This design comes from an exercise in tuning for small area, a short achievable clock period and few clock cycles per item on the open sky130 flow, not from production work.
RTL that was checked went through simulation tests only; none was proved equivalent to the original.

// mlp_seq_accel
module mlp_seq_accel (
  input  logic        clk,
  input  logic        reset,
  input  logic        start,
  output logic [9:0]  x_addr,
  input  logic [31:0] x_data,
  output logic [19:0] w_addr,
  input  logic [31:0] w_data,
  output logic        rd_en,
  output logic        busy,
  output logic        done,
  output logic [3:0]  predicted_digit,
  output logic [31:0] max_score
);
  localparam logic [3:0] S_IDLE = 4'd0, S_B2 = 4'd1, S_B1 = 4'd2, S_W1 = 4'd3,
                         S_W2 = 4'd4, S_FL = 4'd5, S_W2L = 4'd6, S_EVW = 4'd7,
                         S_EV = 4'd8;
  localparam logic [2:0] T_NONE = 3'd0, T_RFIRST = 3'd1, T_RADD = 3'd2,
                         T_CLR = 3'd3, T_ACC = 3'd4, T_FLUSH = 3'd5, T_EVAL = 3'd6;
  logic [3:0]  st_q, st_n;
  logic [3:0]  k_q, k_n;
  logic [6:0]  h_q, h_n;
  logic [6:0]  g_q, g_n;
  logic [9:0]  i_q, i_n;
  logic [16:0] wp_q, wp_n;
  logic [3:0]  po_q, po_n;
  logic [3:0]  hs_q;
  logic        busy_q, done_q, go_q;
  logic [9:0]  xa_q, xa_n;
  logic [19:0] wa_q, wa_n;
  ...
Settings: LEC_CHECK=0, CAP_MARGIN=20, CORE_MARGIN=2, CORE_UTILIZATION=45, SLEW_MARGIN=20; clock period 13.0 ns.
standard.sh (not shown) runs the stock make flow with config.mk's settings and CLKGATE_MAP_FILE= SYNTH_SCRIPT=/design/flow/synth_recipe.tcl, a recipe that flattens the netlist after the stock synthesis.
==> flow/flow/run.sh <==
#!/bin/bash
set -uo pipefail
bash standard.sh SETUP_SLACK_MARGIN=9.0 \
  "CTS_ARGS=-sink_clustering_enable -repair_clock_nets -dont_use_dummy_load -sink_clustering_size 24 -sink_clustering_max_diameter 100" \
  finish > flow_make.log 2>&1
Testbench counts at the start, summed over its fixed seeds: cycles 814,328, items 8.
Edit:
--- a/flow/design.v
+++ b/flow/design.v
@@ -885,37 +885,46 @@
   end
   logic [71:0] acc_q, xin, t3, c3, sum;
   logic [70:0] ring_q [10];
   logic [31:0] r_out, best_q;
   logic [3:0]  bidx_q;
   logic [3:0]  pred_q;
   logic [31:0] score_q;
   logic        take;
   logic        sp_q, sn_q;    
   logic [30:0] act_n;
+  logic        co_lo, cya_q, cyr_q;
+  logic [71:0] acc_res;
   always_comb begin
     xin = ({72{f_radd_q}} & {ring_q[0][70], ring_q[0]}) | ({72{f_acc_q}} & acc_q);
     t3  = xin ^ s_q ^ c_q;
     c3  = {(xin[70:0] & s_q[70:0]) | (xin[70:0] & c_q[70:0]) | (s_q[70:0] & c_q[70:0]), 1'b0};
-    sum = t3 + c3;
-    if (acc_q[71])          act_n = '0;
-    else if (|acc_q[70:55]) act_n = 31'h7FFF_FFFF;
-    else                    act_n = acc_q[54:24];
+    {co_lo, sum[35:0]} = {1'b0, t3[35:0]} + {1'b0, c3[35:0]};
+    sum[71:36] = t3[71:36] + c3[71:36] + {35'd0, f_acc_q & cya_q};
+    acc_res = {acc_q[71:36] + {35'd0, cya_q}, acc_q[35:0]};
+    if (acc_res[71])          act_n = '0;
+    else if (|acc_res[70:55]) act_n = 31'h7FFF_FFFF;
+    else                      act_n = acc_res[54:24];
     if (sn_q)      r_out = 32'h8000_0000;
     else if (sp_q) r_out = 32'h7FFF_FFFF;
     else           r_out = ring_q[0][55:24];
     take = (hs_q == 4'd0) || ($signed(r_out) > $signed(best_q));
   end
   always_ff @(posedge clk) begin
-    if (f_accen_q) acc_q <= sum;
+    if (f_accen_q) begin
+      acc_q <= sum;
+      cya_q <= co_lo;
+    end
+    cyr_q <= f_ringwr_q & co_lo;
     if (f_act_q) act_q <= act_n;
-    for (int r = 0; r < 9; r++) ring_q[r] <= ring_q[r+1];
+    for (int r = 0; r < 8; r++) ring_q[r] <= ring_q[r+1];
+    ring_q[8] <= {ring_q[9][70:36] + {34'd0, cyr_q}, ring_q[9][35:0]};
     sn_q <= ring_q[1][70] && !(&ring_q[1][69:55]);
     sp_q <= !ring_q[1][70] && (|ring_q[1][69:55]);
     ring_q[9] <= f_ringwr_q ? sum[70:0] : ring_q[0];
     if (f_eval_q && take) begin
       best_q <= r_out;
       bidx_q <= hs_q;
     end
   end
   always_ff @(posedge clk or posedge reset) begin
     if (reset) begin
Outcome: The new run ran to the end with no violations; critical path depth is unchanged; utilization went down by 1.5 points; count of clock-buffer cells in the layout went down by 1; area after synthesis went up by 0.77%; cell area went down by 1.9%; via count went down by 0.94%; clock skew barely changes; global-route usage went down by 1.5 points; wire length went down by 4.9%.
For the second run of this note, only the layout was checked, not whether the RTL still works.


mlp_seq_accel, a different RTL version from the one above (not shown whole).
Size in the first run: ~1200 flip-flops, roughly 140 I/O pins.
==> flow/design.v (excerpt) <==
module mlp_seq_accel (
  input  logic        clk,
  input  logic        reset,
  input  logic        start,
  output logic [9:0]  x_addr,
  input  logic [31:0] x_data,
  output logic [19:0] w_addr,
  input  logic [31:0] w_data,
  output logic        rd_en,
  output logic        busy,
  output logic        done,
  output logic [3:0]  predicted_digit,
  output logic [31:0] max_score
);
  localparam logic [3:0] S_IDLE = 4'd0, S_B2 = 4'd1, S_B1 = 4'd2, S_W1 = 4'd3,
                         S_W2 = 4'd4, S_FL = 4'd5, S_W2L = 4'd6, S_EVW = 4'd7,
                         S_EV = 4'd8;
  localparam logic [2:0] T_NONE = 3'd0, T_RFIRST = 3'd1, T_RADD = 3'd2,
                         T_CLR = 3'd3, T_ACC = 3'd4, T_FLUSH = 3'd5, T_EVAL = 3'd6;
  logic [3:0]  st_q, st_n;
  logic [3:0]  k_q, k_n;
  logic [6:0]  h_q, h_n;
  logic [6:0]  g_q, g_n;
  logic [9:0]  i_q, i_n;
  logic [16:0] wp_q, wp_n;
  logic [3:0]  po_q, po_n;
  logic [3:0]  hs_q;
  logic        busy_q, done_q, go_q;
  logic [9:0]  xa_q, xa_n;
  logic [19:0] wa_q, wa_n;
  logic        rd_q, rd_n;
  logic [2:0]  tag0_q, tag0_n, tag1_q, tag2_q;
  logic        f_radd_q, f_acc_q, f_accen_q, f_ringwr_q, f_act_q, f_eval_q;
  logic        accept;
  logic [12:0] w2row;
  assign accept = start && !busy_q && !done_q;
  assign po_n   = (po_q == 4'd9) ? 4'd0 : po_q + 4'd1;
  always_comb begin
    st_n = st_q;
    k_n  = k_q;
    h_n  = h_q;
    g_n  = g_q;
    i_n  = i_q;
    wp_n = wp_q;
    case (st_q)
      S_IDLE: if (go_q) begin
        st_n = S_B2; k_n = 4'd0; h_n = 7'd0; g_n = 7'd0; i_n = 10'd0; wp_n = 17'd0;
      end
      S_B2: begin
        k_n = k_q + 4'd1;
        if (k_q == 4'd9) st_n = S_B1;
      end
      S_B1: begin
        st_n = S_W1; i_n = 10'd0;
      end
      S_W1: begin
        i_n  = i_q + 10'd1;
        wp_n = wp_q + 17'd1;
        if (i_q == 10'd783) begin
          k_n = 4'd0;
  ...
export LEC_CHECK = 0
export CAP_MARGIN = 20
export CORE_MARGIN = 2
export CORE_UTILIZATION = 45
export SLEW_MARGIN = 20
create_clock -name core_clock -period 13.0 [get_ports {clk}]
==> flow/flow/run.sh <==
#!/bin/bash
set -uo pipefail
bash standard.sh SETUP_SLACK_MARGIN=9.0 finish > flow_make.log 2>&1
Next try:
--- a/flow/design.v
+++ b/flow/design.v
@@ -16,43 +16,43 @@
                          S_W2 = 4'd4, S_FL = 4'd5, S_W2L = 4'd6, S_EVW = 4'd7,
                          S_EV = 4'd8;
   localparam logic [2:0] T_NONE = 3'd0, T_RFIRST = 3'd1, T_RADD = 3'd2,
                          T_CLR = 3'd3, T_ACC = 3'd4, T_FLUSH = 3'd5, T_EVAL = 3'd6;
   logic [3:0]  st_q, st_n;
   logic [3:0]  k_q, k_n;
   logic [6:0]  h_q, h_n;
   logic [6:0]  g_q, g_n;
   logic [9:0]  i_q, i_n;
   logic [16:0] wp_q, wp_n;
   logic [3:0]  po_q, po_n;
   logic [3:0]  hs_q;
-  logic        busy_q, done_q, go_q;
+  logic        busy_q, done_q;
   logic [9:0]  xa_q, xa_n;
   logic [19:0] wa_q, wa_n;
   logic        rd_q, rd_n;
   logic [2:0]  tag0_q, tag0_n, tag1_q, tag2_q;
   logic        f_radd_q, f_acc_q, f_accen_q, f_ringwr_q, f_act_q, f_eval_q;
   logic        accept;
   logic [12:0] w2row;
   assign accept = start && !busy_q && !done_q;
   assign po_n   = (po_q == 4'd9) ? 4'd0 : po_q + 4'd1;
   always_comb begin
     st_n = st_q;
     k_n  = k_q;
     h_n  = h_q;
     g_n  = g_q;
     i_n  = i_q;
     wp_n = wp_q;
     case (st_q)
-      S_IDLE: if (go_q) begin
+      S_IDLE: if (accept) begin
         st_n = S_B2; k_n = 4'd0; h_n = 7'd0; g_n = 7'd0; i_n = 10'd0; wp_n = 17'd0;
       end
       S_B2: begin
         k_n = k_q + 4'd1;
         if (k_q == 4'd9) st_n = S_B1;
       end
       S_B1: begin
         st_n = S_W1; i_n = 10'd0;
       end
       S_W1: begin
         i_n  = i_q + 10'd1;
         wp_n = wp_q + 17'd1;
@@ -100,61 +100,66 @@
       S_B2:  begin rd_n = 1'b1; tag0_n = T_RFIRST; wa_n = {16'h18D8, po_n}; end
       S_B1:  begin rd_n = 1'b1; tag0_n = T_CLR;    wa_n = {13'd784, h_n}; end
       S_W1:  begin rd_n = 1'b1; tag0_n = T_ACC; end
       S_W2, S_W2L: begin rd_n = 1'b1; tag0_n = T_RADD; wa_n = {w2row, g_n}; end
       S_FL:  tag0_n = (k_n == 4'd0) ? T_FLUSH : T_NONE;
       S_EV:  tag0_n = T_EVAL;
       default: ;
     endcase
   end
   always_ff @(posedge clk or posedge reset) begin
     if (reset) begin
       st_q   <= S_IDLE;
+      k_q    <= '0;
+      h_q    <= '0;
+      g_q    <= '0;
+      i_q    <= '0;
+      wp_q   <= '0;
       po_q   <= 4'd0;
       hs_q   <= 4'd7;
+      xa_q   <= '0;
+      wa_q   <= '0;
       rd_q   <= 1'b0;
       tag0_q <= T_NONE;
       tag1_q <= T_NONE;
       tag2_q <= T_NONE;
       f_radd_q   <= 1'b0;
       f_acc_q    <= 1'b0;
       f_accen_q  <= 1'b0;
       f_ringwr_q <= 1'b0;
       f_act_q    <= 1'b0;
       f_eval_q   <= 1'b0;
     end else begin
       st_q   <= st_n;
+      k_q    <= k_n;
+      h_q    <= h_n;
+      g_q    <= g_n;
+      i_q    <= i_n;
+      wp_q   <= wp_n;
       po_q   <= po_n;
       hs_q   <= (hs_q == 4'd9) ? 4'd0 : hs_q + 4'd1;
+      xa_q   <= xa_n;
+      wa_q   <= wa_n;
       rd_q   <= rd_n;
       tag0_q <= tag0_n;
       tag1_q <= tag0_q;
       tag2_q <= tag1_q;
       f_radd_q   <= (tag2_q == T_RADD);
       f_acc_q    <= (tag2_q == T_ACC);
       f_accen_q  <= (tag2_q == T_ACC) || (tag2_q == T_CLR);
       f_ringwr_q <= (tag2_q == T_RADD) || (tag2_q == T_RFIRST);
       f_act_q    <= (tag2_q == T_CLR) || (tag2_q == T_FLUSH);
       f_eval_q   <= (tag2_q == T_EVAL);
     end
   end
-  always_ff @(posedge clk) begin
-    k_q  <= k_n;
-    h_q  <= h_n;
-    g_q  <= g_n;
-    i_q  <= i_n;
-    wp_q <= wp_n;
-    xa_q <= xa_n;
-    wa_q <= wa_n;
-  end
   logic [31:0] a_q;
   logic [15:0] bone_q, btwo_q, bneg_q;
   logic [30:0] act_q;
   logic [32:0] wx;
   assign wx = {w_data, 1'b0};
   always_ff @(posedge clk) begin
     case (tag1_q)
       T_ACC:   a_q <= x_data;
       T_RADD:  a_q <= {1'b0, act_q};
       default: a_q <= 32'h0100_0000;
     endcase
     for (int j = 0; j < 16; j++) begin
@@ -1187,30 +1192,28 @@
     if (f_act_q) act_q <= act_n;
     for (int r = 0; r < 9; r++) ring_q[r] <= ring_q[r+1];
     ring_q[9] <= f_ringwr_q ? sum[70:0] : ring_q[0];
     if (f_eval_q && take) begin
       best_q <= r_out;
       bidx_q <= hs_q;
     end
   end
   always_ff @(posedge clk or posedge reset) begin
     if (reset) begin
       busy_q  <= 1'b0;
       done_q  <= 1'b0;
-      go_q    <= 1'b0;
       pred_q  <= '0;
       score_q <= '0;
     end else begin
       done_q <= 1'b0;
-      go_q   <= accept;
       if (accept) busy_q <= 1'b1;
       if (f_eval_q && hs_q == 4'd9) begin
         busy_q  <= 1'b0;
         done_q  <= 1'b1;
         pred_q  <= take ? hs_q : bidx_q;
         score_q <= take ? r_out : best_q;
       end
     end
   end
   assign x_addr          = xa_q;
   assign w_addr          = wa_q;
   assign rd_en           = rd_q;
Effect: Non-clock buffer count goes down by 75; routed wire length rises slightly; setup slack degrades by 0.025 ns; final cell count drops slightly; final area falls slightly.
Testbench counts after the change, summed over its fixed seeds: cycles 814,328, items 8.
The RTL of the first run of this note was laid out without a check of its function.


Another version of the RTL of mlp_seq_accel (not shown whole).
Size: about 5500 cells after synthesis, roughly 1300 flip-flops, roughly 140 I/O pins, about 0.060 mm^2 of cells after synthesis.
Settings: LEC_CHECK=0, CAP_MARGIN=20, CORE_MARGIN=2, CORE_UTILIZATION=45, SLEW_MARGIN=20; clock period 13.0 ns.
==> flow/flow/run.sh <==
#!/bin/bash
set -uo pipefail
bash standard.sh SETUP_SLACK_MARGIN=9.0 \
  "CTS_ARGS=-sink_clustering_enable -repair_clock_nets -dont_use_dummy_load -sink_clustering_size 24 -sink_clustering_max_diameter 100" \
  finish > flow_make.log 2>&1
Change:
--- a/flow/design.v
+++ b/flow/design.v
@@ -763,41 +763,44 @@
   logic [3:0]  bidx_q;
   logic [3:0]  pred_q;
   logic [31:0] score_q;
   logic        take;
   logic        sp_q, sn_q;    
   logic [30:0] act_n;
-  logic        co_lo, cya_q, cyr_q;
+  logic        co0, co1, cya0_q, cya1_q, cyr0_q, cyr1_q;
   logic [71:0] acc_res;
   always_comb begin
     xin = ({72{f_radd_q}} & {ring_q[0][70], ring_q[0]}) | ({72{f_acc_q}} & acc_q);
     s2  = s_q ^ c_q ^ e_q;
     c2  = {(s_q[70:0] & c_q[70:0]) | (s_q[70:0] & e_q[70:0]) | (c_q[70:0] & e_q[70:0]), 1'b0};
     t3  = xin ^ s2 ^ c2;
     c3  = {(xin[70:0] & s2[70:0]) | (xin[70:0] & c2[70:0]) | (s2[70:0] & c2[70:0]), 1'b0};
-    {co_lo, sum[35:0]} = {1'b0, t3[35:0]} + {1'b0, c3[35:0]};
-    sum[71:36] = t3[71:36] + c3[71:36] + {35'd0, f_acc_q & cya_q};
-    acc_res = {acc_q[71:36] + {35'd0, cya_q}, acc_q[35:0]};
+    {co0, sum[23:0]}  = {1'b0, t3[23:0]} + {1'b0, c3[23:0]};
+    {co1, sum[47:24]} = {1'b0, t3[47:24]} + {1'b0, c3[47:24]} + {24'd0, f_acc_q & cya0_q};
+    sum[71:48]        = t3[71:48] + c3[71:48] + {23'd0, f_acc_q & cya1_q};
+    acc_res = acc_q + {23'd0, cya1_q, 23'd0, cya0_q, 24'd0};
     if (acc_res[71])          act_n = '0;
     else if (|acc_res[70:55]) act_n = 31'h7FFF_FFFF;
     else                      act_n = acc_res[54:24];
     if (sn_q)      r_out = 32'h8000_0000;
     else if (sp_q) r_out = 32'h7FFF_FFFF;
     else           r_out = ring_q[0][55:24];
     take = (hs_q == 4'd0) || ($signed(r_out) > $signed(act_q));
   end
   always_ff @(posedge clk) begin
     if (f_accen_q) begin
-      acc_q <= sum;
-      cya_q <= co_lo;
+      acc_q  <= sum;
+      cya0_q <= co0;
+      cya1_q <= co1;
     end
-    cyr_q <= f_ringwr_q & co_lo;
+    cyr0_q <= f_ringwr_q & co0;
+    cyr1_q <= f_ringwr_q & co1;
     if (f_act_q) act_q <= {1'b0, act_n};
     else if (f_eval_q && take) act_q <= r_out;
     for (int r = 0; r < 8; r++) ring_q[r] <= ring_q[r+1];
-    ring_q[8] <= {ring_q[9][70:36] + {34'd0, cyr_q}, ring_q[9][35:0]};
+    ring_q[8] <= {ring_q[9][70:24] + {22'd0, cyr1_q, 23'd0, cyr0_q}, ring_q[9][23:0]};
     sn_q <= ring_q[1][70] && !(&ring_q[1][69:55]);
     sp_q <= !ring_q[1][70] && (|ring_q[1][69:55]);
     ring_q[9] <= f_ringwr_q ? sum[70:0] : ring_q[0];
     if (f_eval_q && take) bidx_q <= hs_q;
   end
   always_ff @(posedge clk or posedge reset) begin
Outcome: The changed run ran to the end with no violations; worst setup slack improves by 0.18 ns; routed wire length grows slightly; cell area shrinks slightly; count of clock-buffer cells in the layout grows by 1; non-clock buffer count shrinks by 43; clock skew grows by 0.025 ns; die area grows slightly; first-iteration DRC count grows by a few percent; area after synthesis grows slightly; via count grows by a few percent; maximum frequency grows by a few percent.
Testbench counts after the change, summed over its fixed seeds: cycles 814,328, items 8.
The RTL of the first run of this note was laid out without a check of its function.

static timing again, ports no longer ideal:
How much do the figures lean on ideal ports? The routed layouts below were timed once more, with nothing changed but the port constraints.
Step 1, drivers: a clkbuf_16 drives clk and a buf_2 each remaining input, both assumed.
Step 2, shift: input delay + t, output delay - t, t = (earliest + latest rising clock arrival at the registers) / 2. This alone moves slack from input paths to output paths.
Three values: no drivers, after step 1, after step 2; two values: the first two.
run	t, ns	setup slack, ns	hold slack, ns	worst setup path after step 2	clock arrival spread, ns
the first run of note 1	0.729	8.752 / 8.752 / 8.752	0.293 / 0.293 / 0.293	register to register	0.085 / 0.085
the second run of note 1	0.742	8.867 / 8.867 / 8.867	0.288 / 0.288 / 0.288	register to register	0.089 / 0.088
the first run of note 2	0.819	8.762 / 8.762 / 8.762	0.284 / 0.284 / 0.284	register to register	0.082 / 0.082
the second run of note 2	0.817	8.737 / 8.737 / 8.344	0.297 / 0.297 / 0.297	input to register	0.082 / 0.082
the first run of note 3	0.733	8.829 / 8.829 / 8.829	0.308 / 0.308 / 0.308	register to register	0.072 / 0.072
the second run of note 3	0.775	9.012 / 8.966 / 9.012	0.278 / 0.278 / 0.278	register to register	0.100 / 0.101
After both steps setup and hold are still met in every run listed. For the second run of note 2, which loses most, drivers alone change the setup slack by 0.000 ns; drivers and shift together by -0.393 ns.
